Background: an optimization exercise with open tools, aiming at small area and a short achievable clock period. Do not read the settings as production practice. RTL that was checked went through simulation tests only; none was proved equivalent to the original. For run 2, only the layout was checked, not whether the RTL still works. Power and IR drop assume default switching activity.

==> design/flow/design.v <==
`default_nettype none
package lj_pkg;
	localparam int CELL_ID_WIDTH  = 2;             
	localparam int CELL_POS_WIDTH = 6;             
	localparam int MAG_WIDTH      = 6;             
	localparam int ACC_WIDTH   = 32;               
	localparam int COUNT_WIDTH = 8;                
	localparam int CMAG_WIDTH  = 14;
	localparam int PROD_WIDTH  = CMAG_WIDTH + MAG_WIDTH;    
	localparam int FORCE_SHIFT = 6;
	localparam int QH_WIDTH    = PROD_WIDTH - FORCE_SHIFT;
endpackage
`default_nettype wire
`timescale 1ns/1ns
`default_nettype none
import lj_pkg::*;
module pair_decode (
	input  logic [lj_pkg::CELL_ID_WIDTH-1:0]   hc,
	input  logic [lj_pkg::CELL_ID_WIDTH-1:0]   nc,
	input  logic [lj_pkg::CELL_POS_WIDTH-1:0]  hp,
	input  logic [lj_pkg::CELL_POS_WIDTH-1:0]  np,
	output logic                               ok,
	output logic                               neg,
	output logic [lj_pkg::MAG_WIDTH-1:0]       mag
);
	logic       up;                                
	logic       dn;                                
	logic [6:0] dp;                                
	logic       dp_neg;
	logic       dp_pos;
	always_comb begin
		up = 1'b0;
		dn = 1'b0;
		case ({hc, nc})
			4'b00_01, 4'b01_10, 4'b10_00: up = 1'b1;
			4'b00_10, 4'b01_00, 4'b10_01: dn = 1'b1;
			default: ;
		endcase
	end
	assign dp     = {1'b0, np} - {1'b0, hp};
	assign dp_neg = dp[6];
	assign dp_pos = ~dp[6] & (dp[5:0] != 6'd0);
	assign neg    = dn | (~up & dp_neg);
	assign ok     = up ? dp_neg : (dn ? dp_pos : 1'b1);
	assign mag    = neg ? (hp - np) : dp[5:0];
endmodule
module lj_sumsq (
	input  logic [5:0]  a,
	input  logic [5:0]  b,
	input  logic [5:0]  c,
	output logic [13:0] ra,      
	output logic [13:0] rb
);
	logic [11:0] qa, qb, qc;                       
	lj_square sq_a (.m(a), .q(qa));
	lj_square sq_b (.m(b), .q(qb));
	lj_square sq_c (.m(c), .q(qc));
	logic t1;
	logic t2;
	logic t3;
	logic t4;
	logic t5;
	logic t6;
	logic t7;
	logic t8;
	logic t9;
	logic t10;
	logic t11;
	logic t12;
	logic t13;
	logic t14;
	logic t15;
	logic t16;
	logic t17;
	logic t18;
	logic t19;
	logic t20;
	logic t21;
	logic t22;
	assign t1 = qa[0] ^ qb[0];
	assign t2 = qa[0] & qb[0];
	assign t3 = qa[2] ^ qb[2];
	assign t4 = qa[2] & qb[2];
	assign t5 = qa[3] ^ qb[3] ^ qc[3];
	assign t6 = (qa[3] & qb[3]) | (qa[3] & qc[3]) | (qb[3] & qc[3]);
	assign t7 = qa[4] ^ qb[4] ^ qc[4];
	assign t8 = (qa[4] & qb[4]) | (qa[4] & qc[4]) | (qb[4] & qc[4]);
	assign t9 = qa[5] ^ qb[5] ^ qc[5];
	assign t10 = (qa[5] & qb[5]) | (qa[5] & qc[5]) | (qb[5] & qc[5]);
	assign t11 = qa[6] ^ qb[6] ^ qc[6];
	assign t12 = (qa[6] & qb[6]) | (qa[6] & qc[6]) | (qb[6] & qc[6]);
	assign t13 = qa[7] ^ qb[7] ^ qc[7];
	assign t14 = (qa[7] & qb[7]) | (qa[7] & qc[7]) | (qb[7] & qc[7]);
	assign t15 = qa[8] ^ qb[8] ^ qc[8];
	assign t16 = (qa[8] & qb[8]) | (qa[8] & qc[8]) | (qb[8] & qc[8]);
	assign t17 = qa[9] ^ qb[9] ^ qc[9];
	assign t18 = (qa[9] & qb[9]) | (qa[9] & qc[9]) | (qb[9] & qc[9]);
	assign t19 = qa[10] ^ qb[10] ^ qc[10];
	assign t20 = (qa[10] & qb[10]) | (qa[10] & qc[10]) | (qb[10] & qc[10]);
	assign t21 = qa[11] ^ qb[11] ^ qc[11];
	assign t22 = (qa[11] & qb[11]) | (qa[11] & qc[11]) | (qb[11] & qc[11]);
	assign ra = {1'b0, t22, t20, t18, t16, t14, t12, t10, t8, t6, t4, t3, t2, t1};
	assign rb = {1'b0, 1'b0, t21, t19, t17, t15, t13, t11, t9, t7, t5, qc[2], 1'b0, qc[0]};
endmodule
module lj_square (
	input  logic [5:0]  m,
	output logic [11:0] q
);
	always_comb begin
		case (m)
			6'd0: q = 12'd0;
			6'd1: q = 12'd1;
			6'd2: q = 12'd4;
			6'd3: q = 12'd9;
			6'd4: q = 12'd16;
			6'd5: q = 12'd25;
			6'd6: q = 12'd36;
			6'd7: q = 12'd49;
			6'd8: q = 12'd64;
			6'd9: q = 12'd81;
			6'd10: q = 12'd100;
			6'd11: q = 12'd121;
			6'd12: q = 12'd144;
			6'd13: q = 12'd169;
			6'd14: q = 12'd196;
			6'd15: q = 12'd225;
			6'd16: q = 12'd256;
			6'd17: q = 12'd289;
			6'd18: q = 12'd324;
			6'd19: q = 12'd361;
			6'd20: q = 12'd400;
			6'd21: q = 12'd441;
			6'd22: q = 12'd484;
			6'd23: q = 12'd529;
			6'd24: q = 12'd576;
			6'd25: q = 12'd625;
			6'd26: q = 12'd676;
			6'd27: q = 12'd729;
			6'd28: q = 12'd784;
			6'd29: q = 12'd841;
			6'd30: q = 12'd900;
			6'd31: q = 12'd961;
			6'd32: q = 12'd1024;
			6'd33: q = 12'd1089;
			6'd34: q = 12'd1156;
			6'd35: q = 12'd1225;
			6'd36: q = 12'd1296;
			6'd37: q = 12'd1369;
			6'd38: q = 12'd1444;
			6'd39: q = 12'd1521;
			6'd40: q = 12'd1600;
			6'd41: q = 12'd1681;
			6'd42: q = 12'd1764;
			6'd43: q = 12'd1849;
			6'd44: q = 12'd1936;
			6'd45: q = 12'd2025;
			6'd46: q = 12'd2116;
			6'd47: q = 12'd2209;
			6'd48: q = 12'd2304;
			6'd49: q = 12'd2401;
			6'd50: q = 12'd2500;
			6'd51: q = 12'd2601;
			6'd52: q = 12'd2704;
			6'd53: q = 12'd2809;
			6'd54: q = 12'd2916;
			6'd55: q = 12'd3025;
			6'd56: q = 12'd3136;
			6'd57: q = 12'd3249;
			6'd58: q = 12'd3364;
			6'd59: q = 12'd3481;
			6'd60: q = 12'd3600;
			6'd61: q = 12'd3721;
			6'd62: q = 12'd3844;
			6'd63: q = 12'd3969;
			default: q = 12'd0;
		endcase
	end
endmodule
`default_nettype wire
`timescale 1ns/1ns
`default_nettype none
import lj_pkg::*;
module force_execute (
	input  logic                               en,
	input  logic [7:0]                         tab,      
	output logic                               csign,
	output logic [lj_pkg::CMAG_WIDTH-1:0]      cmag
);
	logic                         t_sign;
	logic [lj_pkg::CMAG_WIDTH-1:0] t_mag;
	always_comb begin
		case (tab)
			8'd0: begin t_sign = 1'b0; t_mag = 14'd16000; end   
			8'd1: begin t_sign = 1'b0; t_mag = 14'd15745; end   
			8'd2: begin t_sign = 1'b0; t_mag = 14'd15490; end   
			8'd3: begin t_sign = 1'b0; t_mag = 14'd15235; end   
			8'd4: begin t_sign = 1'b0; t_mag = 14'd14980; end   
			8'd5: begin t_sign = 1'b0; t_mag = 14'd14725; end   
			8'd6: begin t_sign = 1'b0; t_mag = 14'd14470; end   
			8'd7: begin t_sign = 1'b0; t_mag = 14'd14215; end   
			8'd8: begin t_sign = 1'b0; t_mag = 14'd13960; end   
			8'd9: begin t_sign = 1'b0; t_mag = 14'd13705; end   
			8'd10: begin t_sign = 1'b0; t_mag = 14'd13450; end   
			8'd11: begin t_sign = 1'b0; t_mag = 14'd13195; end   
			8'd12: begin t_sign = 1'b0; t_mag = 14'd12940; end   
			8'd13: begin t_sign = 1'b0; t_mag = 14'd12685; end   
			8'd14: begin t_sign = 1'b0; t_mag = 14'd12430; end   
			8'd15: begin t_sign = 1'b0; t_mag = 14'd12175; end   
			8'd16: begin t_sign = 1'b0; t_mag = 14'd11920; end   
			8'd17: begin t_sign = 1'b0; t_mag = 14'd11665; end   
			8'd18: begin t_sign = 1'b0; t_mag = 14'd11410; end   
			8'd19: begin t_sign = 1'b0; t_mag = 14'd11155; end   
			8'd20: begin t_sign = 1'b0; t_mag = 14'd10900; end   
			8'd21: begin t_sign = 1'b0; t_mag = 14'd10645; end   
			8'd22: begin t_sign = 1'b0; t_mag = 14'd10390; end   
			8'd23: begin t_sign = 1'b0; t_mag = 14'd10135; end   
			8'd24: begin t_sign = 1'b0; t_mag = 14'd9880; end   
			8'd25: begin t_sign = 1'b0; t_mag = 14'd9625; end   
			8'd26: begin t_sign = 1'b0; t_mag = 14'd9370; end   
			8'd27: begin t_sign = 1'b0; t_mag = 14'd9115; end   
			8'd28: begin t_sign = 1'b0; t_mag = 14'd8860; end   
			8'd29: begin t_sign = 1'b0; t_mag = 14'd8605; end   
			8'd30: begin t_sign = 1'b0; t_mag = 14'd8350; end   
			8'd31: begin t_sign = 1'b0; t_mag = 14'd8095; end   
			8'd32: begin t_sign = 1'b0; t_mag = 14'd8000; end   
			8'd33: begin t_sign = 1'b0; t_mag = 14'd7800; end   
			8'd34: begin t_sign = 1'b0; t_mag = 14'd7600; end   
			8'd35: begin t_sign = 1'b0; t_mag = 14'd7400; end   
			8'd36: begin t_sign = 1'b0; t_mag = 14'd7200; end   
			8'd37: begin t_sign = 1'b0; t_mag = 14'd7000; end   
			8'd38: begin t_sign = 1'b0; t_mag = 14'd6800; end   
			8'd39: begin t_sign = 1'b0; t_mag = 14'd6600; end   
			8'd40: begin t_sign = 1'b0; t_mag = 14'd6400; end   
			8'd41: begin t_sign = 1'b0; t_mag = 14'd6200; end   
			8'd42: begin t_sign = 1'b0; t_mag = 14'd6000; end   
			8'd43: begin t_sign = 1'b0; t_mag = 14'd5800; end   
			8'd44: begin t_sign = 1'b0; t_mag = 14'd5600; end   
			8'd45: begin t_sign = 1'b0; t_mag = 14'd5400; end   
			8'd46: begin t_sign = 1'b0; t_mag = 14'd5200; end   
			8'd47: begin t_sign = 1'b0; t_mag = 14'd5000; end   
			8'd48: begin t_sign = 1'b0; t_mag = 14'd4800; end   
			8'd49: begin t_sign = 1'b0; t_mag = 14'd4600; end   
			8'd50: begin t_sign = 1'b0; t_mag = 14'd4400; end   
			8'd51: begin t_sign = 1'b0; t_mag = 14'd4200; end   
			8'd52: begin t_sign = 1'b0; t_mag = 14'd4000; end   
			8'd53: begin t_sign = 1'b0; t_mag = 14'd3800; end   
			8'd54: begin t_sign = 1'b0; t_mag = 14'd3600; end   
			8'd55: begin t_sign = 1'b0; t_mag = 14'd3400; end   
			8'd56: begin t_sign = 1'b0; t_mag = 14'd3200; end   
			8'd57: begin t_sign = 1'b0; t_mag = 14'd3000; end   
			8'd58: begin t_sign = 1'b0; t_mag = 14'd2800; end   
			8'd59: begin t_sign = 1'b0; t_mag = 14'd2600; end   
			8'd60: begin t_sign = 1'b0; t_mag = 14'd2400; end   
			8'd61: begin t_sign = 1'b0; t_mag = 14'd2200; end   
			8'd62: begin t_sign = 1'b0; t_mag = 14'd2000; end   
			8'd63: begin t_sign = 1'b0; t_mag = 14'd1800; end   
			8'd64: begin t_sign = 1'b0; t_mag = 14'd1800; end   
			8'd65: begin t_sign = 1'b0; t_mag = 14'd1740; end   
			8'd66: begin t_sign = 1'b0; t_mag = 14'd1680; end   
			8'd67: begin t_sign = 1'b0; t_mag = 14'd1620; end   
			8'd68: begin t_sign = 1'b0; t_mag = 14'd1560; end   
			8'd69: begin t_sign = 1'b0; t_mag = 14'd1500; end   
			8'd70: begin t_sign = 1'b0; t_mag = 14'd1440; end   
			8'd71: begin t_sign = 1'b0; t_mag = 14'd1380; end   
			8'd72: begin t_sign = 1'b0; t_mag = 14'd1320; end   
			8'd73: begin t_sign = 1'b0; t_mag = 14'd1260; end   
			8'd74: begin t_sign = 1'b0; t_mag = 14'd1200; end   
			8'd75: begin t_sign = 1'b0; t_mag = 14'd1140; end   
			8'd76: begin t_sign = 1'b0; t_mag = 14'd1080; end   
			8'd77: begin t_sign = 1'b0; t_mag = 14'd1020; end   
			8'd78: begin t_sign = 1'b0; t_mag = 14'd960; end   
			8'd79: begin t_sign = 1'b0; t_mag = 14'd900; end   
			8'd80: begin t_sign = 1'b0; t_mag = 14'd840; end   
			8'd81: begin t_sign = 1'b0; t_mag = 14'd780; end   
			8'd82: begin t_sign = 1'b0; t_mag = 14'd720; end   
			8'd83: begin t_sign = 1'b0; t_mag = 14'd660; end   
			8'd84: begin t_sign = 1'b0; t_mag = 14'd600; end   
			8'd85: begin t_sign = 1'b0; t_mag = 14'd540; end   
			8'd86: begin t_sign = 1'b0; t_mag = 14'd480; end   
			8'd87: begin t_sign = 1'b0; t_mag = 14'd420; end   
			8'd88: begin t_sign = 1'b0; t_mag = 14'd360; end   
			8'd89: begin t_sign = 1'b0; t_mag = 14'd300; end   
			8'd90: begin t_sign = 1'b0; t_mag = 14'd240; end   
			8'd91: begin t_sign = 1'b0; t_mag = 14'd180; end   
			8'd92: begin t_sign = 1'b0; t_mag = 14'd120; end   
			8'd93: begin t_sign = 1'b0; t_mag = 14'd60; end   
			8'd94: begin t_sign = 1'b0; t_mag = 14'd0; end   
			8'd95: begin t_sign = 1'b1; t_mag = 14'd60; end   
			8'd96: begin t_sign = 1'b1; t_mag = 14'd60; end   
			8'd97: begin t_sign = 1'b1; t_mag = 14'd68; end   
			8'd98: begin t_sign = 1'b1; t_mag = 14'd76; end   
			8'd99: begin t_sign = 1'b1; t_mag = 14'd84; end   
			8'd100: begin t_sign = 1'b1; t_mag = 14'd92; end   
			8'd101: begin t_sign = 1'b1; t_mag = 14'd100; end   
			8'd102: begin t_sign = 1'b1; t_mag = 14'd108; end   
			8'd103: begin t_sign = 1'b1; t_mag = 14'd116; end   
			8'd104: begin t_sign = 1'b1; t_mag = 14'd124; end   
			8'd105: begin t_sign = 1'b1; t_mag = 14'd132; end   
			8'd106: begin t_sign = 1'b1; t_mag = 14'd140; end   
			8'd107: begin t_sign = 1'b1; t_mag = 14'd148; end   
			8'd108: begin t_sign = 1'b1; t_mag = 14'd156; end   
			8'd109: begin t_sign = 1'b1; t_mag = 14'd164; end   
			8'd110: begin t_sign = 1'b1; t_mag = 14'd172; end   
			8'd111: begin t_sign = 1'b1; t_mag = 14'd180; end   
			8'd112: begin t_sign = 1'b1; t_mag = 14'd188; end   
			8'd113: begin t_sign = 1'b1; t_mag = 14'd196; end   
			8'd114: begin t_sign = 1'b1; t_mag = 14'd204; end   
			8'd115: begin t_sign = 1'b1; t_mag = 14'd212; end   
			8'd116: begin t_sign = 1'b1; t_mag = 14'd220; end   
			8'd117: begin t_sign = 1'b1; t_mag = 14'd228; end   
			8'd118: begin t_sign = 1'b1; t_mag = 14'd236; end   
			8'd119: begin t_sign = 1'b1; t_mag = 14'd244; end   
			8'd120: begin t_sign = 1'b1; t_mag = 14'd252; end   
			8'd121: begin t_sign = 1'b1; t_mag = 14'd260; end   
			8'd122: begin t_sign = 1'b1; t_mag = 14'd268; end   
			8'd123: begin t_sign = 1'b1; t_mag = 14'd276; end   
			8'd124: begin t_sign = 1'b1; t_mag = 14'd284; end   
			8'd125: begin t_sign = 1'b1; t_mag = 14'd292; end   
			8'd126: begin t_sign = 1'b1; t_mag = 14'd300; end   
			8'd127: begin t_sign = 1'b1; t_mag = 14'd308; end   
			8'd128: begin t_sign = 1'b1; t_mag = 14'd310; end   
			8'd129: begin t_sign = 1'b1; t_mag = 14'd313; end   
			8'd130: begin t_sign = 1'b1; t_mag = 14'd316; end   
			8'd131: begin t_sign = 1'b1; t_mag = 14'd319; end   
			8'd132: begin t_sign = 1'b1; t_mag = 14'd322; end   
			8'd133: begin t_sign = 1'b1; t_mag = 14'd325; end   
			8'd134: begin t_sign = 1'b1; t_mag = 14'd328; end   
			8'd135: begin t_sign = 1'b1; t_mag = 14'd331; end   
			8'd136: begin t_sign = 1'b1; t_mag = 14'd334; end   
			8'd137: begin t_sign = 1'b1; t_mag = 14'd337; end   
			8'd138: begin t_sign = 1'b1; t_mag = 14'd340; end   
			8'd139: begin t_sign = 1'b1; t_mag = 14'd343; end   
			8'd140: begin t_sign = 1'b1; t_mag = 14'd346; end   
			8'd141: begin t_sign = 1'b1; t_mag = 14'd349; end   
			8'd142: begin t_sign = 1'b1; t_mag = 14'd352; end   
			8'd143: begin t_sign = 1'b1; t_mag = 14'd355; end   
			8'd144: begin t_sign = 1'b1; t_mag = 14'd358; end   
			8'd145: begin t_sign = 1'b1; t_mag = 14'd361; end   
			8'd146: begin t_sign = 1'b1; t_mag = 14'd364; end   
			8'd147: begin t_sign = 1'b1; t_mag = 14'd367; end   
			8'd148: begin t_sign = 1'b1; t_mag = 14'd370; end   
			8'd149: begin t_sign = 1'b1; t_mag = 14'd373; end   
			8'd150: begin t_sign = 1'b1; t_mag = 14'd376; end   
			8'd151: begin t_sign = 1'b1; t_mag = 14'd379; end   
			8'd152: begin t_sign = 1'b1; t_mag = 14'd382; end   
			8'd153: begin t_sign = 1'b1; t_mag = 14'd385; end   
			8'd154: begin t_sign = 1'b1; t_mag = 14'd388; end   
			8'd155: begin t_sign = 1'b1; t_mag = 14'd391; end   
			8'd156: begin t_sign = 1'b1; t_mag = 14'd394; end   
			8'd157: begin t_sign = 1'b1; t_mag = 14'd397; end   
			8'd158: begin t_sign = 1'b1; t_mag = 14'd400; end   
			8'd159: begin t_sign = 1'b1; t_mag = 14'd403; end   
			8'd160: begin t_sign = 1'b1; t_mag = 14'd400; end   
			8'd161: begin t_sign = 1'b1; t_mag = 14'd401; end   
			8'd162: begin t_sign = 1'b1; t_mag = 14'd402; end   
			8'd163: begin t_sign = 1'b1; t_mag = 14'd403; end   
			8'd164: begin t_sign = 1'b1; t_mag = 14'd404; end   
			8'd165: begin t_sign = 1'b1; t_mag = 14'd405; end   
			8'd166: begin t_sign = 1'b1; t_mag = 14'd406; end   
			8'd167: begin t_sign = 1'b1; t_mag = 14'd407; end   
			8'd168: begin t_sign = 1'b1; t_mag = 14'd408; end   
			8'd169: begin t_sign = 1'b1; t_mag = 14'd409; end   
			8'd170: begin t_sign = 1'b1; t_mag = 14'd410; end   
			8'd171: begin t_sign = 1'b1; t_mag = 14'd411; end   
			8'd172: begin t_sign = 1'b1; t_mag = 14'd412; end   
			8'd173: begin t_sign = 1'b1; t_mag = 14'd413; end   
			8'd174: begin t_sign = 1'b1; t_mag = 14'd414; end   
			8'd175: begin t_sign = 1'b1; t_mag = 14'd415; end   
			8'd176: begin t_sign = 1'b1; t_mag = 14'd416; end   
			8'd177: begin t_sign = 1'b1; t_mag = 14'd417; end   
			8'd178: begin t_sign = 1'b1; t_mag = 14'd418; end   
			8'd179: begin t_sign = 1'b1; t_mag = 14'd419; end   
			8'd180: begin t_sign = 1'b1; t_mag = 14'd420; end   
			8'd181: begin t_sign = 1'b1; t_mag = 14'd421; end   
			8'd182: begin t_sign = 1'b1; t_mag = 14'd422; end   
			8'd183: begin t_sign = 1'b1; t_mag = 14'd423; end   
			8'd184: begin t_sign = 1'b1; t_mag = 14'd424; end   
			8'd185: begin t_sign = 1'b1; t_mag = 14'd425; end   
			8'd186: begin t_sign = 1'b1; t_mag = 14'd426; end   
			8'd187: begin t_sign = 1'b1; t_mag = 14'd427; end   
			8'd188: begin t_sign = 1'b1; t_mag = 14'd428; end   
			8'd189: begin t_sign = 1'b1; t_mag = 14'd429; end   
			8'd190: begin t_sign = 1'b1; t_mag = 14'd430; end   
			8'd191: begin t_sign = 1'b1; t_mag = 14'd431; end   
			8'd192: begin t_sign = 1'b1; t_mag = 14'd300; end   
			8'd193: begin t_sign = 1'b1; t_mag = 14'd302; end   
			8'd194: begin t_sign = 1'b1; t_mag = 14'd304; end   
			8'd195: begin t_sign = 1'b1; t_mag = 14'd306; end   
			8'd196: begin t_sign = 1'b1; t_mag = 14'd308; end   
			8'd197: begin t_sign = 1'b1; t_mag = 14'd310; end   
			8'd198: begin t_sign = 1'b1; t_mag = 14'd312; end   
			8'd199: begin t_sign = 1'b1; t_mag = 14'd314; end   
			8'd200: begin t_sign = 1'b1; t_mag = 14'd316; end   
			8'd201: begin t_sign = 1'b1; t_mag = 14'd318; end   
			8'd202: begin t_sign = 1'b1; t_mag = 14'd320; end   
			8'd203: begin t_sign = 1'b1; t_mag = 14'd322; end   
			8'd204: begin t_sign = 1'b1; t_mag = 14'd324; end   
			8'd205: begin t_sign = 1'b1; t_mag = 14'd326; end   
			8'd206: begin t_sign = 1'b1; t_mag = 14'd328; end   
			8'd207: begin t_sign = 1'b1; t_mag = 14'd330; end   
			8'd208: begin t_sign = 1'b1; t_mag = 14'd332; end   
			8'd209: begin t_sign = 1'b1; t_mag = 14'd334; end   
			8'd210: begin t_sign = 1'b1; t_mag = 14'd336; end   
			8'd211: begin t_sign = 1'b1; t_mag = 14'd338; end   
			8'd212: begin t_sign = 1'b1; t_mag = 14'd340; end   
			8'd213: begin t_sign = 1'b1; t_mag = 14'd342; end   
			8'd214: begin t_sign = 1'b1; t_mag = 14'd344; end   
			8'd215: begin t_sign = 1'b1; t_mag = 14'd346; end   
			8'd216: begin t_sign = 1'b1; t_mag = 14'd348; end   
			8'd217: begin t_sign = 1'b1; t_mag = 14'd350; end   
			8'd218: begin t_sign = 1'b1; t_mag = 14'd352; end   
			8'd219: begin t_sign = 1'b1; t_mag = 14'd354; end   
			8'd220: begin t_sign = 1'b1; t_mag = 14'd356; end   
			8'd221: begin t_sign = 1'b1; t_mag = 14'd358; end   
			8'd222: begin t_sign = 1'b1; t_mag = 14'd360; end   
			8'd223: begin t_sign = 1'b1; t_mag = 14'd362; end   
			8'd224: begin t_sign = 1'b1; t_mag = 14'd200; end   
			8'd225: begin t_sign = 1'b1; t_mag = 14'd204; end   
			8'd226: begin t_sign = 1'b1; t_mag = 14'd208; end   
			8'd227: begin t_sign = 1'b1; t_mag = 14'd212; end   
			8'd228: begin t_sign = 1'b1; t_mag = 14'd216; end   
			8'd229: begin t_sign = 1'b1; t_mag = 14'd220; end   
			8'd230: begin t_sign = 1'b1; t_mag = 14'd224; end   
			8'd231: begin t_sign = 1'b1; t_mag = 14'd228; end   
			8'd232: begin t_sign = 1'b1; t_mag = 14'd232; end   
			8'd233: begin t_sign = 1'b1; t_mag = 14'd236; end   
			8'd234: begin t_sign = 1'b1; t_mag = 14'd240; end   
			8'd235: begin t_sign = 1'b1; t_mag = 14'd244; end   
			8'd236: begin t_sign = 1'b1; t_mag = 14'd248; end   
			8'd237: begin t_sign = 1'b1; t_mag = 14'd252; end   
			8'd238: begin t_sign = 1'b1; t_mag = 14'd256; end   
			8'd239: begin t_sign = 1'b1; t_mag = 14'd260; end   
			8'd240: begin t_sign = 1'b1; t_mag = 14'd264; end   
			8'd241: begin t_sign = 1'b1; t_mag = 14'd268; end   
			8'd242: begin t_sign = 1'b1; t_mag = 14'd272; end   
			8'd243: begin t_sign = 1'b1; t_mag = 14'd276; end   
			8'd244: begin t_sign = 1'b1; t_mag = 14'd280; end   
			8'd245: begin t_sign = 1'b1; t_mag = 14'd284; end   
			8'd246: begin t_sign = 1'b1; t_mag = 14'd288; end   
			8'd247: begin t_sign = 1'b1; t_mag = 14'd292; end   
			8'd248: begin t_sign = 1'b1; t_mag = 14'd296; end   
			8'd249: begin t_sign = 1'b1; t_mag = 14'd300; end   
			8'd250: begin t_sign = 1'b1; t_mag = 14'd304; end   
			8'd251: begin t_sign = 1'b1; t_mag = 14'd308; end   
			8'd252: begin t_sign = 1'b1; t_mag = 14'd312; end   
			8'd253: begin t_sign = 1'b1; t_mag = 14'd316; end   
			8'd254: begin t_sign = 1'b1; t_mag = 14'd320; end   
			8'd255: begin t_sign = 1'b1; t_mag = 14'd324; end   
			default: begin t_sign = 1'b0; t_mag = 14'd0; end
		endcase
	end
	assign csign = t_sign;
	assign cmag  = t_mag & {CMAG_WIDTH{en}};
endmodule
module lj_mul (
	input  logic [13:0] c,
	input  logic [15:0] c3,      
	input  logic [5:0]  m,
	output logic [19:0] q
);
	logic t1;
	logic t2;
	logic t3;
	logic t4;
	logic t5;
	logic t6;
	logic t7;
	logic t8;
	logic t9;
	logic t10;
	logic t11;
	logic t12;
	logic t13;
	logic t14;
	logic t15;
	logic t16;
	logic t17;
	logic t18;
	logic t19;
	logic t20;
	logic t21;
	logic t22;
	logic t23;
	logic t24;
	logic t25;
	logic t26;
	logic t27;
	logic t28;
	logic t29;
	logic t30;
	logic t31;
	logic t32;
	logic t33;
	logic t34;
	logic t35;
	logic t36;
	logic t37;
	logic t38;
	logic t39;
	logic t40;
	logic t41;
	logic t42;
	logic t43;
	logic t44;
	logic t45;
	logic t46;
	logic t47;
	logic t48;
	logic t49;
	logic t50;
	logic t51;
	logic t52;
	logic t53;
	logic t54;
	logic t55;
	logic t56;
	logic t57;
	logic t58;
	logic t59;
	logic t60;
	logic t61;
	logic t62;
	logic t63;
	logic t64;
	logic t65;
	logic t66;
	logic t67;
	logic t68;
	logic t69;
	logic t70;
	logic t71;
	logic t72;
	logic t73;
	logic t74;
	logic t75;
	logic t76;
	assign t1 = (~m[1] & m[0] & c[0]) | (m[1] & m[0] & c3[0]);
	assign t2 = (~m[1] & m[0] & c[1]) | (m[1] & ~m[0] & c[0]) | (m[1] & m[0] & c3[1]);
	assign t3 = (~m[1] & m[0] & c[2]) | (m[1] & ~m[0] & c[1]) | (m[1] & m[0] & c3[2]);
	assign t4 = (~m[1] & m[0] & c[3]) | (m[1] & ~m[0] & c[2]) | (m[1] & m[0] & c3[3]);
	assign t5 = (~m[1] & m[0] & c[4]) | (m[1] & ~m[0] & c[3]) | (m[1] & m[0] & c3[4]);
	assign t6 = (~m[1] & m[0] & c[5]) | (m[1] & ~m[0] & c[4]) | (m[1] & m[0] & c3[5]);
	assign t7 = (~m[1] & m[0] & c[6]) | (m[1] & ~m[0] & c[5]) | (m[1] & m[0] & c3[6]);
	assign t8 = (~m[1] & m[0] & c[7]) | (m[1] & ~m[0] & c[6]) | (m[1] & m[0] & c3[7]);
	assign t9 = (~m[1] & m[0] & c[8]) | (m[1] & ~m[0] & c[7]) | (m[1] & m[0] & c3[8]);
	assign t10 = (~m[1] & m[0] & c[9]) | (m[1] & ~m[0] & c[8]) | (m[1] & m[0] & c3[9]);
	assign t11 = (~m[1] & m[0] & c[10]) | (m[1] & ~m[0] & c[9]) | (m[1] & m[0] & c3[10]);
	assign t12 = (~m[1] & m[0] & c[11]) | (m[1] & ~m[0] & c[10]) | (m[1] & m[0] & c3[11]);
	assign t13 = (~m[1] & m[0] & c[12]) | (m[1] & ~m[0] & c[11]) | (m[1] & m[0] & c3[12]);
	assign t14 = (~m[1] & m[0] & c[13]) | (m[1] & ~m[0] & c[12]) | (m[1] & m[0] & c3[13]);
	assign t15 = (m[1] & ~m[0] & c[13]) | (m[1] & m[0] & c3[14]);
	assign t16 = (m[1] & m[0] & c3[15]);
	assign t17 = (~m[3] & m[2] & c[0]) | (m[3] & m[2] & c3[0]);
	assign t18 = (~m[3] & m[2] & c[1]) | (m[3] & ~m[2] & c[0]) | (m[3] & m[2] & c3[1]);
	assign t19 = (~m[3] & m[2] & c[2]) | (m[3] & ~m[2] & c[1]) | (m[3] & m[2] & c3[2]);
	assign t20 = (~m[3] & m[2] & c[3]) | (m[3] & ~m[2] & c[2]) | (m[3] & m[2] & c3[3]);
	assign t21 = (~m[3] & m[2] & c[4]) | (m[3] & ~m[2] & c[3]) | (m[3] & m[2] & c3[4]);
	assign t22 = (~m[3] & m[2] & c[5]) | (m[3] & ~m[2] & c[4]) | (m[3] & m[2] & c3[5]);
	assign t23 = (~m[3] & m[2] & c[6]) | (m[3] & ~m[2] & c[5]) | (m[3] & m[2] & c3[6]);
	assign t24 = (~m[3] & m[2] & c[7]) | (m[3] & ~m[2] & c[6]) | (m[3] & m[2] & c3[7]);
	assign t25 = (~m[3] & m[2] & c[8]) | (m[3] & ~m[2] & c[7]) | (m[3] & m[2] & c3[8]);
	assign t26 = (~m[3] & m[2] & c[9]) | (m[3] & ~m[2] & c[8]) | (m[3] & m[2] & c3[9]);
	assign t27 = (~m[3] & m[2] & c[10]) | (m[3] & ~m[2] & c[9]) | (m[3] & m[2] & c3[10]);
	assign t28 = (~m[3] & m[2] & c[11]) | (m[3] & ~m[2] & c[10]) | (m[3] & m[2] & c3[11]);
	assign t29 = (~m[3] & m[2] & c[12]) | (m[3] & ~m[2] & c[11]) | (m[3] & m[2] & c3[12]);
	assign t30 = (~m[3] & m[2] & c[13]) | (m[3] & ~m[2] & c[12]) | (m[3] & m[2] & c3[13]);
	assign t31 = (m[3] & ~m[2] & c[13]) | (m[3] & m[2] & c3[14]);
	assign t32 = (m[3] & m[2] & c3[15]);
	assign t33 = (~m[5] & m[4] & c[0]) | (m[5] & m[4] & c3[0]);
	assign t34 = (~m[5] & m[4] & c[1]) | (m[5] & ~m[4] & c[0]) | (m[5] & m[4] & c3[1]);
	assign t35 = (~m[5] & m[4] & c[2]) | (m[5] & ~m[4] & c[1]) | (m[5] & m[4] & c3[2]);
	assign t36 = (~m[5] & m[4] & c[3]) | (m[5] & ~m[4] & c[2]) | (m[5] & m[4] & c3[3]);
	assign t37 = (~m[5] & m[4] & c[4]) | (m[5] & ~m[4] & c[3]) | (m[5] & m[4] & c3[4]);
	assign t38 = (~m[5] & m[4] & c[5]) | (m[5] & ~m[4] & c[4]) | (m[5] & m[4] & c3[5]);
	assign t39 = (~m[5] & m[4] & c[6]) | (m[5] & ~m[4] & c[5]) | (m[5] & m[4] & c3[6]);
	assign t40 = (~m[5] & m[4] & c[7]) | (m[5] & ~m[4] & c[6]) | (m[5] & m[4] & c3[7]);
	assign t41 = (~m[5] & m[4] & c[8]) | (m[5] & ~m[4] & c[7]) | (m[5] & m[4] & c3[8]);
	assign t42 = (~m[5] & m[4] & c[9]) | (m[5] & ~m[4] & c[8]) | (m[5] & m[4] & c3[9]);
	assign t43 = (~m[5] & m[4] & c[10]) | (m[5] & ~m[4] & c[9]) | (m[5] & m[4] & c3[10]);
	assign t44 = (~m[5] & m[4] & c[11]) | (m[5] & ~m[4] & c[10]) | (m[5] & m[4] & c3[11]);
	assign t45 = (~m[5] & m[4] & c[12]) | (m[5] & ~m[4] & c[11]) | (m[5] & m[4] & c3[12]);
	assign t46 = (~m[5] & m[4] & c[13]) | (m[5] & ~m[4] & c[12]) | (m[5] & m[4] & c3[13]);
	assign t47 = (m[5] & ~m[4] & c[13]) | (m[5] & m[4] & c3[14]);
	assign t48 = (m[5] & m[4] & c3[15]);
	assign t49 = t5 ^ t19;
	assign t50 = t5 & t19;
	assign t51 = t6 ^ t20 ^ t34;
	assign t52 = (t6 & t20) | (t6 & t34) | (t20 & t34);
	assign t53 = t7 ^ t21 ^ t35;
	assign t54 = (t7 & t21) | (t7 & t35) | (t21 & t35);
	assign t55 = t8 ^ t22 ^ t36;
	assign t56 = (t8 & t22) | (t8 & t36) | (t22 & t36);
	assign t57 = t9 ^ t23 ^ t37;
	assign t58 = (t9 & t23) | (t9 & t37) | (t23 & t37);
	assign t59 = t10 ^ t24 ^ t38;
	assign t60 = (t10 & t24) | (t10 & t38) | (t24 & t38);
	assign t61 = t11 ^ t25 ^ t39;
	assign t62 = (t11 & t25) | (t11 & t39) | (t25 & t39);
	assign t63 = t12 ^ t26 ^ t40;
	assign t64 = (t12 & t26) | (t12 & t40) | (t26 & t40);
	assign t65 = t13 ^ t27 ^ t41;
	assign t66 = (t13 & t27) | (t13 & t41) | (t27 & t41);
	assign t67 = t14 ^ t28 ^ t42;
	assign t68 = (t14 & t28) | (t14 & t42) | (t28 & t42);
	assign t69 = t15 ^ t29 ^ t43;
	assign t70 = (t15 & t29) | (t15 & t43) | (t29 & t43);
	assign t71 = t16 ^ t30 ^ t44;
	assign t72 = (t16 & t30) | (t16 & t44) | (t30 & t44);
	assign t73 = t31 ^ t45;
	assign t74 = t31 & t45;
	assign t75 = t32 ^ t46;
	assign t76 = t32 & t46;
	assign q = {t48, t76, t74, t72, t70, t68, t66, t64, t62, t60, t58, t56, t54, t52, t50, t49, t4, t3, t2, t1}
	         + {1'b0, t47, t75, t73, t71, t69, t67, t65, t63, t61, t59, t57, t55, t53, t51, t33, t18, t17, 1'b0, 1'b0};
endmodule
`default_nettype wire
`timescale 1ns/1ns
`default_nettype none
import lj_pkg::*;
module force_accumulate (
	input  logic                                clk,
	input  logic                                clr,
	input  logic                                clr_d,
	input  logic                                s,
	input  logic                                cin,      
	input  logic [lj_pkg::QH_WIDTH-1:0]         x,        
	output logic [lj_pkg::ACC_WIDTH-1:0]        acc       
);
	localparam int HW = ACC_WIDTH - QH_WIDTH;        
	logic [QH_WIDTH-1:0]          lo;
	logic [QH_WIDTH-1:0]          lo_d;
	logic [QH_WIDTH-1:0]          lo_base;
	logic [QH_WIDTH+1:0]          lo_sum;          
	logic                         inc;             
	logic                         dec;             
	logic [HW-1:0]                hi;
	logic [HW-1:0]                hi_base;
	logic [HW:0]                  all1;            
	logic [HW:0]                  all0;            
	assign lo_base = clr ? '0 : lo;
	assign lo_sum  = {1'b0, lo_base, 1'b1} + {1'b0, x, cin};
	always_ff @(posedge clk) begin
		lo   <= lo_sum[QH_WIDTH:1];
		lo_d <= lo;
		inc  <= lo_sum[QH_WIDTH+1] & ~s;
		dec  <= s & ~lo_sum[QH_WIDTH+1];
	end
	assign hi_base = clr_d ? '0 : hi;
	assign all1[0] = 1'b1;
	assign all0[0] = 1'b1;
	genvar i;
	generate
		for (i = 0; i < HW; i++) begin : g_hi
			assign all1[i+1] = all1[i] & hi_base[i];
			assign all0[i+1] = all0[i] & ~hi_base[i];
		end
	endgenerate
	always_ff @(posedge clk) begin
		hi <= hi_base ^ (({HW{inc}} & all1[HW-1:0]) | ({HW{dec}} & all0[HW-1:0]));
	end
	assign acc = {hi, lo_d};
endmodule
`default_nettype wire
`timescale 1ns/1ns
`default_nettype none
import lj_pkg::*;
module lj_pair_top (
	input  logic                                   clk,
	input  logic                                   rst_n,
	input  logic                                   pair_valid,
	input  logic                                   pair_last,
	input  logic [3*lj_pkg::CELL_ID_WIDTH-1:0]     home_cell,
	input  logic [3*lj_pkg::CELL_ID_WIDTH-1:0]     nbr_cell,
	input  logic [3*lj_pkg::CELL_POS_WIDTH-1:0]    home_pos,
	input  logic [3*lj_pkg::CELL_POS_WIDTH-1:0]    nbr_pos,
	output logic                                   force_valid,
	output logic signed [lj_pkg::ACC_WIDTH-1:0]    force_x,
	output logic signed [lj_pkg::ACC_WIDTH-1:0]    force_y,
	output logic signed [lj_pkg::ACC_WIDTH-1:0]    force_z,
	output logic [lj_pkg::COUNT_WIDTH-1:0]         pair_count
);
	localparam int MW = MAG_WIDTH;
	localparam int CW = CMAG_WIDTH;
	localparam int QW = QH_WIDTH;
	logic [2:0]        ok0;
	logic [2:0]        neg0;
	logic [3*MW-1:0]   mag0;
	genvar a;
	generate
		for (a = 0; a < 3; a++) begin : g_axis
			pair_decode dec_i (
				.hc(home_cell[a*CELL_ID_WIDTH +: CELL_ID_WIDTH]),
				.nc(nbr_cell[a*CELL_ID_WIDTH +: CELL_ID_WIDTH]),
				.hp(home_pos[a*CELL_POS_WIDTH +: CELL_POS_WIDTH]),
				.np(nbr_pos[a*CELL_POS_WIDTH +: CELL_POS_WIDTH]),
				.ok(ok0[a]), .neg(neg0[a]), .mag(mag0[a*MW +: MW])
			);
		end
	endgenerate
	logic              v1, last1;
	logic [2:0]        neg1;
	logic [3*MW-1:0]   mag1;
	logic [3*MW-1:0]   magn1;                      
	always_ff @(posedge clk or negedge rst_n) begin
		if (!rst_n) begin
			v1 <= 1'b0;
			last1 <= 1'b0;
		end else begin
			v1 <= pair_valid & (&ok0);
			last1 <= pair_valid & pair_last;
		end
	end
	always_ff @(posedge clk) begin
		neg1 <= neg0;
		magn1 <= ~mag0;
	end
	assign mag1 = ~magn1;
	logic [13:0]       ra1, rb1;                   
	lj_sumsq sumsq_i (.a(mag1[0 +: MW]), .b(mag1[MW +: MW]), .c(mag1[2*MW +: MW]),
		.ra(ra1), .rb(rb1));
	logic [13:0]       r2;
	logic              en1;
	assign r2  = ra1 + rb1;
	assign en1 = v1 & (r2[13:12] == 2'b00) & (r2[11:4] != 8'd0);    
	logic              en2, last2;
	logic [7:0]        tabn2;                      
	logic [2:0]        neg2;
	logic [3*MW-1:0]   mag2;
	always_ff @(posedge clk or negedge rst_n) begin
		if (!rst_n) begin
			en2 <= 1'b0;
			last2 <= 1'b0;
		end else begin
			en2 <= en1;
			last2 <= last1;
		end
	end
	always_ff @(posedge clk) begin
		tabn2 <= ~r2[11:4];
		neg2 <= neg1;
		mag2 <= mag1;
	end
	logic [7:0]        tab2;
	assign tab2 = ~tabn2;
	logic              csign;
	logic [CW-1:0]     cmag;
	force_execute coef_i (.en(en2), .tab(tab2), .csign(csign), .cmag(cmag));
	logic              en3, last3;
	logic [2:0]        s3;
	logic [CW-1:0]     cmag3;
	logic [3*MW-1:0]   mag3;
	logic [15:0]       c3_3;                       
	always_ff @(posedge clk or negedge rst_n) begin
		if (!rst_n) begin
			en3 <= 1'b0;
			last3 <= 1'b0;
		end else begin
			en3 <= en2;
			last3 <= last2;
		end
	end
	always_ff @(posedge clk) begin
		s3 <= neg2 ^ {3{csign}};
		cmag3 <= cmag;
		mag3 <= mag2;
		c3_3 <= {2'b00, cmag} + {1'b0, cmag, 1'b0};
	end
    	logic [3*QW-1:0]   x3;
    	logic [2:0]        cin3;
    	generate
    		for (a = 0; a < 3; a++) begin : g_mul
    			logic [PROD_WIDTH-1:0] q;
    			lj_mul mul_i (.c(cmag3), .c3(c3_3), .m(mag3[a*MW +: MW]), .q(q));
    			assign x3[a*QW +: QW] = q[PROD_WIDTH-1:FORCE_SHIFT] ^ {QW{s3[a]}};
    			assign cin3[a]        = s3[a] & (q[FORCE_SHIFT-1:0] == '0);
    		end
    	endgenerate
    	logic              en4, last4;
    	logic [2:0]        s4;
    	logic [2:0]        cin4;
    	logic [3*QW-1:0]   x4;
    	always_ff @(posedge clk or negedge rst_n) begin
		if (!rst_n) begin
			en4 <= 1'b0;
			last4 <= 1'b0;
		end else begin
			en4 <= en3;
			last4 <= last3;
		end
	end
	always_ff @(posedge clk) begin
		s4 <= s3;
		cin4 <= cin3;
		x4 <= x3;
	end
	logic              clr_x, clr_y, clr_z, clr_n;    
	logic              last5;
	logic              clrd_x, clrd_y, clrd_z;        
	always_ff @(posedge clk or negedge rst_n) begin
		if (!rst_n) begin
			last5 <= 1'b0;
			force_valid <= 1'b0;
			clr_x <= 1'b1;
			clr_y <= 1'b1;
			clr_z <= 1'b1;
			clr_n <= 1'b1;
			clrd_x <= 1'b1;
			clrd_y <= 1'b1;
			clrd_z <= 1'b1;
		end else begin
			last5 <= last4;
			force_valid <= last5;
			clr_x <= last4 | (clr_x & ~en4);
			clr_y <= last4 | (clr_y & ~en4);
			clr_z <= last4 | (clr_z & ~en4);
			clr_n <= last4 | (clr_n & ~en4);
			clrd_x <= clr_x;
			clrd_y <= clr_y;
			clrd_z <= clr_z;
		end
	end
	force_accumulate acc_x (.clk(clk), .clr(clr_x), .clr_d(clrd_x), .s(s4[2]), .cin(cin4[2]),
		.x(x4[2*QW +: QW]), .acc(force_x));
	force_accumulate acc_y (.clk(clk), .clr(clr_y), .clr_d(clrd_y), .s(s4[1]), .cin(cin4[1]),
		.x(x4[1*QW +: QW]), .acc(force_y));
	force_accumulate acc_z (.clk(clk), .clr(clr_z), .clr_d(clrd_z), .s(s4[0]), .cin(cin4[0]),
		.x(x4[0*QW +: QW]), .acc(force_z));
	logic              en5, clrd_n;
	always_ff @(posedge clk or negedge rst_n) begin
		if (!rst_n) begin
			en5 <= 1'b0;
			clrd_n <= 1'b1;
		end else begin
			en5 <= en4;
			clrd_n <= clr_n;
		end
	end
	always_ff @(posedge clk) begin
		pair_count <= (clrd_n ? '0 : pair_count) + {{(COUNT_WIDTH-1){1'b0}}, en5};
	end
endmodule
`default_nettype wire
==> design/flow/flow/run.sh <==
#!/bin/bash
set -o pipefail
echo "export SETUP_SLACK_MARGIN = 6.1" >> config.mk
bash standard.sh > standard.log 2>&1
==> design/flow/standard.sh <==
#!/bin/bash
# synth_recipe.tcl (not shown) runs the flow's synth.tcl, then flattens the netlist and writes it again
# the make line also repeats each setting of config.mk as NAME=value (left out here)
make -C /OpenROAD-flow-scripts/flow DESIGN_CONFIG=/design/flow/config.mk WORK_HOME=/design/flow/orfs CLKGATE_MAP_FILE= SYNTH_SCRIPT=/design/flow/synth_recipe.tcl "${@:-finish}"
==> design/flow/config.mk <==
export PLATFORM = sky130hd
export DESIGN_NAME = lj_pair_top
export DESIGN_NICKNAME = lj_pair_top
export VERILOG_FILES = /design/flow/design.v
export SDC_FILE = /design/flow/constraint.sdc
export NUM_CORES = 4
export LEC_CHECK = 0
export ABC_AREA = 1
export CAP_MARGIN = 20
export CORE_MARGIN = 2
export CORE_UTILIZATION = 40
export SLEW_MARGIN = 20
export SETUP_SLACK_MARGIN = 6.1
==> design/flow/constraint.sdc <==
create_clock -name core_clock -period 9.5 [get_ports {clk}]
set_input_delay 1.9000 -clock core_clock [delete_from_list [all_inputs] [get_ports {clk}]]
set_output_delay 1.9000 -clock core_clock [all_outputs]
set_load 0.01 [all_outputs]
==> results of run 1 <==
## per-layer routing
metal  GRT usage [%]  vias to the layer above  part of all wire [%]
li1                -                    10300                     -
met4            7.97                        0                   3.8
met3            2.55                      155                   5.4
met1            25.2                     9570                    42
met5               0                        -                     0
met2            36.1                      714                    49
## worst register-to-register path: cells and delay by family (launching register included)
kind,cells,cell delay [ps]
DFF,1,370
adders and majority gates,3,940
AOI/OAI and AO/OA,8,1040
and+or+nand+nor,6,470
buffers and inverters,5,390
## registers in the layout, indices dropped and copies added, names as in the netlist, 13 cells and up
register    flops
x4             42
acc_x.lo       14
cmag3          13
magn1          18
c3_3           16
acc_z.lo_d     14
acc_y.hi       18
acc_z.hi       18
acc_y.lo       14
acc_x.hi       18
mag2           18
acc_z.lo       14
mag3           18
acc_x.lo_d     14
acc_y.lo_d     14
## logic make-up (layout without fill, tap and decap cells)
logic type | count (synthesis) | count (layout) | synth area share, %
and+or+nand+nor | 928 | 929 | 17.8
DFF | 319 | 319 | 29.2
xor gates and xnor gates | 215 | 215 | 8.48
adders and majority gates | 254 | 254 | 16.2
muxes | 3 | 3 | 0.141
AOI/OAI and AO/OA | 673 | 673 | 18.0
buffers and inverters | 601 | 836 | 10.3
## layout make-up
class / instances / area share (%)
clock buffer: 56 / 4.16
inverter: 517 / 7.45
sequential: 319 / 23.9
multi-input combinational: 2074 / 52.3
timing repair buffer: 248 / 8.19
clock inverter: 15 / 0.669
tap: 748 / 3.38
## power breakdown
part | internal [mW] | switching [mW] | total (mW)
Combinational | 2.49 | 3.53 | 6.02
Sequential | 1.98 | 0.546 | 2.53
Clock | 0.930 | 0.589 | 1.52
## synth_stat cells (11+ instances only)
| library cell | n |
|---|---|
| inv_1 | 488 |
| nand2_1 | 455 |
| dfxtp_1 | 300 |
| a21oi_1 | 266 |
| nor2_1 | 247 |
| ha_1 | 199 |
| xor2_1 | 149 |
| o21ai_0 | 143 |
| nand3_1 | 105 |
| o22ai_1 | 100 |
| clkbuf_1 | 69 |
| xnor2_1 | 66 |
| fa_1 | 55 |
| nor3_1 | 32 |
| nand4_1 | 26 |
| o221ai_1 | 24 |
| clkinv_1 | 23 |
| nor4_1 | 22 |
| o211ai_1 | 22 |
| o21bai_1 | 18 |
| a31oi_1 | 14 |
| nor2_2 | 14 |
| dfrtp_1 | 11 |
| o2111ai_1 | 11 |
## how the worst min path moves through the flow
stage,to,slack [ps],cells past startpoint
floorplan,mag3[0],310,0
global placement,mag3[6],310,0
detailed placement,mag3[11],310,0
CTS,mag3[10],300,0
global route,mag3[9],320,0
finish,mag3[10],310,0
## per-stage QoR
stage	hold WS [ps]	setup slack, ps	util, %
after global placement	311	5180	44.4
after CTS	303	6100	48.0
final	306	6140	50.3
after floorplan	310	5910	-
after global routing	317	6040	50.3
after detailed placement	312	5120	44.4
## repair_timing
item                       in CTS  in global routing
pin swaps                      29                 71
setup endpoints to repair      87                 58
buffers inserted               30                 60
resized for setup             202                237
gates cloned                    0                  1
==> summary.txt, run 1 <==
Post-synth cell types: 60
CP endpoint: magn1[17]
Area growth, synth to finish: 24.6%
CP max stage delay: 480 ps
Initial antenna violation count: 0
Arr. time, crit path: 3800 ps
Most common cell after layout, fill and taps aside: inv_1
FF-to-FF Start: magn1[13]
Final HPWL DP: 45.8 mm
Fill cells: 5289
Worst-Margin Slew: 956 ps
Syn_nets: 3299
Top cell by count, worst path: a21oi_1
Mapped Area: 22200 um^2
Routed vias/inst: 5.22
FF-to-FF setup slack: 6160 ps
Crit. path cell count: 10
Clock transition at the registers of the reported paths: 60 ps
Worst-Skew Late Latency: 560 ps
CP Cell Sequence: clkdlybuf4s50_1, inv_1, ha_4, a21oi_1, nand2_1, a21oi_1, o21bai_1, xor2_1, buf_4, mux2_4
H-tree depth: 2
Ys async rst share: 5.96%
Tcrit/Tclk final: 35.4%
Peak supply drop: 0.228 mV
Yosys reg bits: 319
# diodes: 0
Root buffer cell: clkbuf_16
Maxcap violations: 0
Register-to-Register Path Depth: 22
Vias in the first global route: 19600
CP Class: input pin to flop
Minimum clock period: 3360 ps
# rows: 86
Area of the multi-input gates: 14500 um^2
Pwr Total: 10.1 mW
Power Dens Cells: 364 nW/um^2
Initial DRC count: 1372
Setup TNS: 0 ps
Worst-path fanout max: 8
1st-pass router iterations: 7
Crit start category: input pin
Status: complete, no violations
Share of cells above drive strength 1: 14.8%
Post-synth top area share: 27.1%
Final nets: 3505
Total CTS buffers: 39
Max-slew headroom: 35.6%
Setup violators final: 0
Die ar.: 57400 um^2
Core outline area: 55000 um^2
Mapped Avg Cell Area: 7.42 um^2
# clock sinks: 319
RD Place Congestion: 0.955
RSZ-0062 raised after global routing: yes
Tot GR Track Use: 20.4%
Number of synthesized flops with an enable pin: 0
R2R Path End: en2
Critical Path Start: home_pos[14]
Die width: 240 um
Hold Violations, Final: 0
Wire per inst: 15.3 um
# port buffers: 156
Residual DRC: 0
Fin Clk Skew: 22.0 ps
Post-DP Area: 24400 um^2
FF+latch area: 6610 um^2
Worst hold start: mag2[10]
Ports: 157
Register area share after synthesis: 29.2%
First-pass GRT wire length: 96.7 mm
Placed Cells: 3815
Area leader, netlist: dfxtp_1
Ys Warns: 5
Buf/Inv on CP: 3
Top delay family on crit path: buffers and inverters
HP Class: flop to flop
Max-slew violation count: 0
Gr ovfl total: 0
Non-filler cells, final: 3977
Critical Path RT: 9940 ps
Area contributors post-synth: dfxtp_1 (27%), ha_1 (11%), inv_1 (8.3%)
Die height: 240 um
CTS tree: built
Total wire length: 60.8 mm
Initial Util: 40.4%
Leakage power: 13.3 nW
Post-route cell area: 27700 um^2
Largest net degree at the start of global routing: 29
Routed vias: 20800
Setup crit end kind: flop
Post-Synthesis Cells: 2993
Critical-path top delay cell: clkdlybuf4s50_1
Most frequent cells in the layout: inv_1 (450), nand2_1 (425), dfxtp_1 (251)
Main synth FF type: dfxtp_1
CTS Buffer Depth: 3
Final ANT Viol Nets: 0
Fmax: 0.298 GHz
# hold bufs at CTS: 0
==> inputs of run 2 (changes only) <==
--- a/design/flow/design.v
+++ b/design/flow/design.v
@@ -11,6 +11,43 @@
 	localparam int QH_WIDTH    = PROD_WIDTH - FORCE_SHIFT;
 endpackage
 `default_nettype wire
+`default_nettype none
+module lj_add #(
+	parameter int W = 8
+) (
+	input  logic [W-1:0]  a,
+	input  logic [W-1:0]  b,
+	input  logic          ci,
+	output logic [W:0]    s                        
+);
+	localparam int L = $clog2(W);
+	logic [(L+1)*W-1:0]   gg;                      
+	logic [(L+1)*W-1:0]   pp;                      
+	logic [W-1:0]         p0;
+	logic [W:0]           c;
+	assign p0        = a ^ b;
+	assign gg[W-1:0] = (a & b) | {{(W-1){1'b0}}, p0[0] & ci};
+	assign pp[W-1:0] = p0;
+	genvar l, i;
+	generate
+		for (l = 1; l <= L; l++) begin : g_lvl
+			for (i = 0; i < W; i++) begin : g_bit
+				if (((i >> (l - 1)) & 1) == 1) begin : g_op
+					localparam int J = ((i >> (l - 1)) << (l - 1)) - 1;
+					assign gg[l*W+i] = gg[(l-1)*W+i] | (pp[(l-1)*W+i] & gg[(l-1)*W+J]);
+					assign pp[l*W+i] = pp[(l-1)*W+i] & pp[(l-1)*W+J];
+				end else begin : g_pass
+					assign gg[l*W+i] = gg[(l-1)*W+i];
+					assign pp[l*W+i] = pp[(l-1)*W+i];
+				end
+			end
+		end
+	endgenerate
+	assign c[0]   = ci;
+	assign c[W:1] = gg[L*W +: W];
+	assign s      = {c[W], p0 ^ c[W-1:0]};
+endmodule
+`default_nettype wire
 `timescale 1ns/1ns
 `default_nettype none
 import lj_pkg::*;
@@ -610,8 +647,12 @@
 	assign t74 = t31 & t45;
 	assign t75 = t32 ^ t46;
 	assign t76 = t32 & t46;
-	assign q = {t48, t76, t74, t72, t70, t68, t66, t64, t62, t60, t58, t56, t54, t52, t50, t49, t4, t3, t2, t1}
-	         + {1'b0, t47, t75, t73, t71, t69, t67, t65, t63, t61, t59, t57, t55, t53, t51, t33, t18, t17, 1'b0, 1'b0};
+	logic [20:0] sum;
+	lj_add #(.W(20)) add_i (
+		.a({t48, t76, t74, t72, t70, t68, t66, t64, t62, t60, t58, t56, t54, t52, t50, t49, t4, t3, t2, t1}),
+		.b({1'b0, t47, t75, t73, t71, t69, t67, t65, t63, t61, t59, t57, t55, t53, t51, t33, t18, t17, 1'b0, 1'b0}),
+		.ci(1'b0), .s(sum));
+	assign q = sum[19:0];
 endmodule
 `default_nettype wire
 `timescale 1ns/1ns
@@ -638,7 +679,8 @@
 	logic [HW:0]                  all1;            
 	logic [HW:0]                  all0;            
 	assign lo_base = clr ? '0 : lo;
-	assign lo_sum  = {1'b0, lo_base, 1'b1} + {1'b0, x, cin};
+	lj_add #(.W(QH_WIDTH)) add_i (.a(lo_base), .b(x), .ci(cin), .s(lo_sum[QH_WIDTH+1:1]));
+	assign lo_sum[0] = 1'b0;
 	always_ff @(posedge clk) begin
 		lo   <= lo_sum[QH_WIDTH:1];
 		lo_d <= lo;
@@ -720,7 +762,9 @@
 		.ra(ra1), .rb(rb1));
 	logic [13:0]       r2;
 	logic              en1;
-	assign r2  = ra1 + rb1;
+	logic [14:0]       r2_sum;
+	lj_add #(.W(14)) add_r2 (.a(ra1), .b(rb1), .ci(1'b0), .s(r2_sum));
+	assign r2  = r2_sum[13:0];
 	assign en1 = v1 & (r2[13:12] == 2'b00) & (r2[11:4] != 8'd0);    
 	logic              en2, last2;
 	logic [7:0]        tabn2;                      
@@ -750,6 +794,8 @@
 	logic [CW-1:0]     cmag3;
 	logic [3*MW-1:0]   mag3;
 	logic [15:0]       c3_3;                       
+	logic [15:0]       c3;
+	lj_add #(.W(15)) add_c3 (.a({1'b0, cmag}), .b({cmag, 1'b0}), .ci(1'b0), .s(c3));
 	always_ff @(posedge clk or negedge rst_n) begin
 		if (!rst_n) begin
 			en3 <= 1'b0;
@@ -763,7 +809,7 @@
 		s3 <= neg2 ^ {3{csign}};
 		cmag3 <= cmag;
 		mag3 <= mag2;
-		c3_3 <= {2'b00, cmag} + {1'b0, cmag, 1'b0};
+		c3_3 <= c3;
 	end
     	logic [3*QW-1:0]   x3;
     	logic [2:0]        cin3;
==> run 2 against run 1 <==
Compared with the run above:
- hold slack better by 19 ps
- sequential power about the same
- die area fell by 6.4%
- sequential share of layout area increased by 1.5 points
- power decreased by 11%
- still clean
- fmax fell by 12%
- setup slack worse by 450 ps
- routed wire length fell by 8.6%
- register-to-register slack worse by 470 ps
- cell count down 12%
- combinational power down 19%
==> summary.txt, run 2 <==
Worst-Skew Late Latency: 550 ps (was 560 ps)
Area leader, netlist: dfxtp_1 (unchanged)
Tcrit/Tclk final: 40.1% (was 35.4%)
Routed vias/inst: 5.23 (was 5.22)
Crit start category: flop (was input pin)
Fin Hold WS: 325 ps (was 306 ps)
1st-pass router iterations: 6 (was 7)
Hold Violations, Final: 0 (unchanged)
# diodes: 0 (unchanged)
CTS tree: built (unchanged)
Final nets: 3123 (was 3505)
Mapped Area: 20800 um^2 (was 22200 um^2)
Root buffer cell: clkbuf_16 (unchanged)
H-tree depth: 2 (unchanged)
Area growth, synth to finish: 26.1% (was 24.6%)
Fmax: 0.263 GHz (was 0.298 GHz)
Area contributors post-synth: dfxtp_1 (29%), ha_1 (11%), nand2_1 (8.5%) (was dfxtp_1 (27%), ha_1 (11%), inv_1 (8.3%))
Top post-synthesis cells by count: nand2_1 (470), inv_1 (341), dfxtp_1 (300), nor2_1 (210), ha_1 (185) (was inv_1 (488), nand2_1 (455), dfxtp_1 (300), a21oi_1 (266), nor2_1 (247))
Fin Clk Skew: 13.9 ps (was 22.0 ps)
Most common cell after layout, fill and taps aside: nand2_1 (was inv_1)
# clock sinks: 319 (unchanged)
Final ANT Viol Nets: 0 (unchanged)
CP max stage delay: 580 ps (was 480 ps)
Post-synth top area share: 28.9% (was 27.1%)
Post-DP Area: 23100 um^2 (was 24400 um^2)
# rows: 83 (was 86)
Largest net degree at the start of global routing: 24 (was 29)
Initial antenna violation count: 0 (unchanged)
Wire per inst: 15.8 um (was 15.3 um)
Peak supply drop: 0.189 mV (was 0.228 mV)
Final worst slack: 5690 ps (was 6140 ps)
Die ar.: 53700 um^2 (was 57400 um^2)
Register area share after synthesis: 31.3% (was 29.2%)
Setup violators final: 0 (unchanged)
Setup TNS: 0 ps (unchanged)
Most frequent cell after synthesis: nand2_1 (was inv_1)
Mapped Avg Cell Area: 7.96 um^2 (was 7.42 um^2)
Share of cells above drive strength 1: 16.2% (was 14.8%)
First-pass GRT wire length: 89.6 mm (was 96.7 mm)
Post-synth cell types: 56 (was 60)
Buf/Inv on CP: 2 (was 3)
Clock transition at the registers of the reported paths: 60 ps (about the same)
# port buffers: 156 (unchanged)
CTS Buffer Depth: 3 (unchanged)
Post-Synthesis Cells: 2609 (was 2993)
Worst-Margin Slew: 816 ps (was 956 ps)
RD Place Congestion: 0.927 (was 0.955)
Critical Path RT: 9940 ps (about the same)
Yosys reg bits: 319 (unchanged)
Max-slew violation count: 0 (unchanged)
Worst-path fanout max: 4 (was 8)
Die width: 232 um (was 240 um)
Top cell by count, worst path: nand2_1 (was a21oi_1)
Tot GR Track Use: 20.3% (was 20.4%)
Maxcap violations: 0 (unchanged)
Initial Util: 40.5% (was 40.4%)
Arr. time, crit path: 4250 ps (was 3800 ps)
Fin util: 51.0% (was 50.3%)
Ports: 157 (unchanged)
Critical-path top delay cell: fa_1 (was clkdlybuf4s50_1)
Syn_nets: 2926 (was 3299)
Status: complete, no violations (unchanged)
CP Class: flop to flop (was input pin to flop)
RSZ-0062 raised after global routing: yes (unchanged)
Setup crit end kind: flop (unchanged)
Top delay family on crit path: adder cells (was buffers and inverters)
CP Cell Sequence: inv_6, ha_4, or2_4, a31oi_1, o21ai_1, fa_1, ha_4, a21oi_4, nor2_2, a211oi_2, o21ai_2, fa_2, xnor2_2, nand2_1, nor3b_2, nand2_1, nor2_1, nand3_1, nand2_1, inv_1 (was clkdlybuf4s50_1, inv_1, ha_4, a21oi_1, nand2_1, a21oi_1, o21bai_1, xor2_1, buf_4, mux2_4)
Minimum clock period: 3810 ps (was 3360 ps)
Power Dens Cells: 341 nW/um^2 (was 364 nW/um^2)
Biggest register: x4 (unchanged)
Post-route cell area: 26200 um^2 (was 27700 um^2)
Final HPWL DP: 40.4 mm (was 45.8 mm)
Number of synthesized flops with an enable pin: 0 (unchanged)
Ys Warns: 5 (unchanged)
Post-Place Setup Slack: 5030 ps (was 5120 ps)
Initial DRC count: 1161 (was 1372)
Total CTS buffers: 37 (was 39)
Core outline area: 51300 um^2 (was 55000 um^2)
Routed vias: 18400 (was 20800)
Max-slew headroom: 45.2% (was 35.6%)
Ys async rst share: 5.96% (unchanged)
Residual DRC: 0 (unchanged)
Total wire length: 55.6 mm (was 60.8 mm)
Main synth FF type: dfxtp_1 (unchanged)
Most frequent cells in the layout: nand2_1 (439), inv_1 (309), dfxtp_1 (246) (was inv_1 (450), nand2_1 (425), dfxtp_1 (251))
Gr ovfl total: 0 (unchanged)
Die height: 232 um (was 240 um)
Leakage power: 12.2 nW (was 13.3 nW)
Largest register FFs: 42 (unchanged)
HP Class: flop to flop (unchanged)
Vias in the first global route: 18100 (was 19600)
[run 2: changes by cell type after synthesis, moves of 14 or more]
cell	delta
a21oi_1	-132
fa_1	+25
ha_1	-14
inv_1	-147
nand2_1	+15
nor2_1	-37
o21ai_0	-25
o221ai_1	+97
o22ai_1	-84
xnor2_1	-14
[run 2: path summary, 6_finish.rpt]
check / start / endpoint / slack [ps] / cells after the start
max: magn1[7] / en2 / 5690 / 20
min: mag2[3] / mag3[3] / 330 / 0
max reg2reg: magn1[7] / en2 / 5690 / 20
min reg2reg: mag2[3] / mag3[3] / 330 / 0
max in group asynchronous: rst_n / clrd_x / 7440 / 2
min in group asynchronous: rst_n / v1 / 1740 / 2
[run 2: area by class of cell]
cell class | instances | area (um^2)
clock buffers | 55 | 1130
repair buffers | 242 | 2280
flip-flops and latches | 319 | 6640
fillers | 4843 | 25100
inverters | 387 | 1620
clock inverters | 13 | 198
well taps | 680 | 851
multi-input cells | 1819 | 13400
[run 2: through the flow]
step,power [mW],cells
finish,8.92,3515
global route,9.66,3515
CTS,8.75,3490
detailed placement,6.92,3364
global placement,6.83,3364
floorplan,5.56,2609
[run 2: cell families after synthesis]
logic type      after synthesis  share of synthesized area (%)
mux                           3                          0.151
fa+ha+maj                   265                           18.9
flops                       319                           31.3
simple gates                874                           17.9
compound gates              484                           15.2
xor+xnor                    191                           8.06
buf+inv                     473                           8.58
[run 2: repair_timing]
item,4_1_cts,5_1_grt
buffers inserted,57,24
hold buffers,0,0
pin swaps,44,33
endpoints found under the setup margin,87,48
gates cloned,1,1
resized for setup,226,141
[run 2: power breakdown]
group          switching [mW]  internal (mW)  total [mW]
combinational            2.77           2.10        4.86
sequential              0.554           1.99        2.54
clock                   0.572          0.942        1.51
total                    3.89           5.03        8.92
[run 2: per-layer routing]
metal | global-route usage, % | vias to the layer above | share of wire, %
li1 | - | 9087 | -
met1 | 24.3 | 8468 | 41
met2 | 35.1 | 673 | 49
met3 | 3.20 | 168 | 6.0
met4 | 10.3 | 0 | 4.7
met5 | 0 | - | 0

afterwards: timing with drivers on the ports:
No port has a modelled driver above. Below, the same layouts with a new extraction and two added sets of constraints. Step 1 assumes that a clkbuf_16 drives the clock port and a buf_2 every other input. Step 2 adds t to the input delays and takes it off the output delays; t is the mean of the earliest and latest rising clock arrival at the registers after step 1. Input paths then give back, and output paths get back, about the clock's delay inside the block. Three values: ideal ports, drivers, drivers and shift; two values: the first two.
run	t, ns	setup WS [ns]	worst data-port slew with drivers (ns)	pins driven straight from the clock port
run 1	0.609	6.139 / 6.083 / 5.566	0.05	1
run 2	0.596	5.692 / 5.692 / 5.589	0.03	1
After both steps every run listed still meets setup and hold. The setup slack of run 1, which loses most, moves by -0.056 ns with the drivers and by -0.573 ns with both steps.
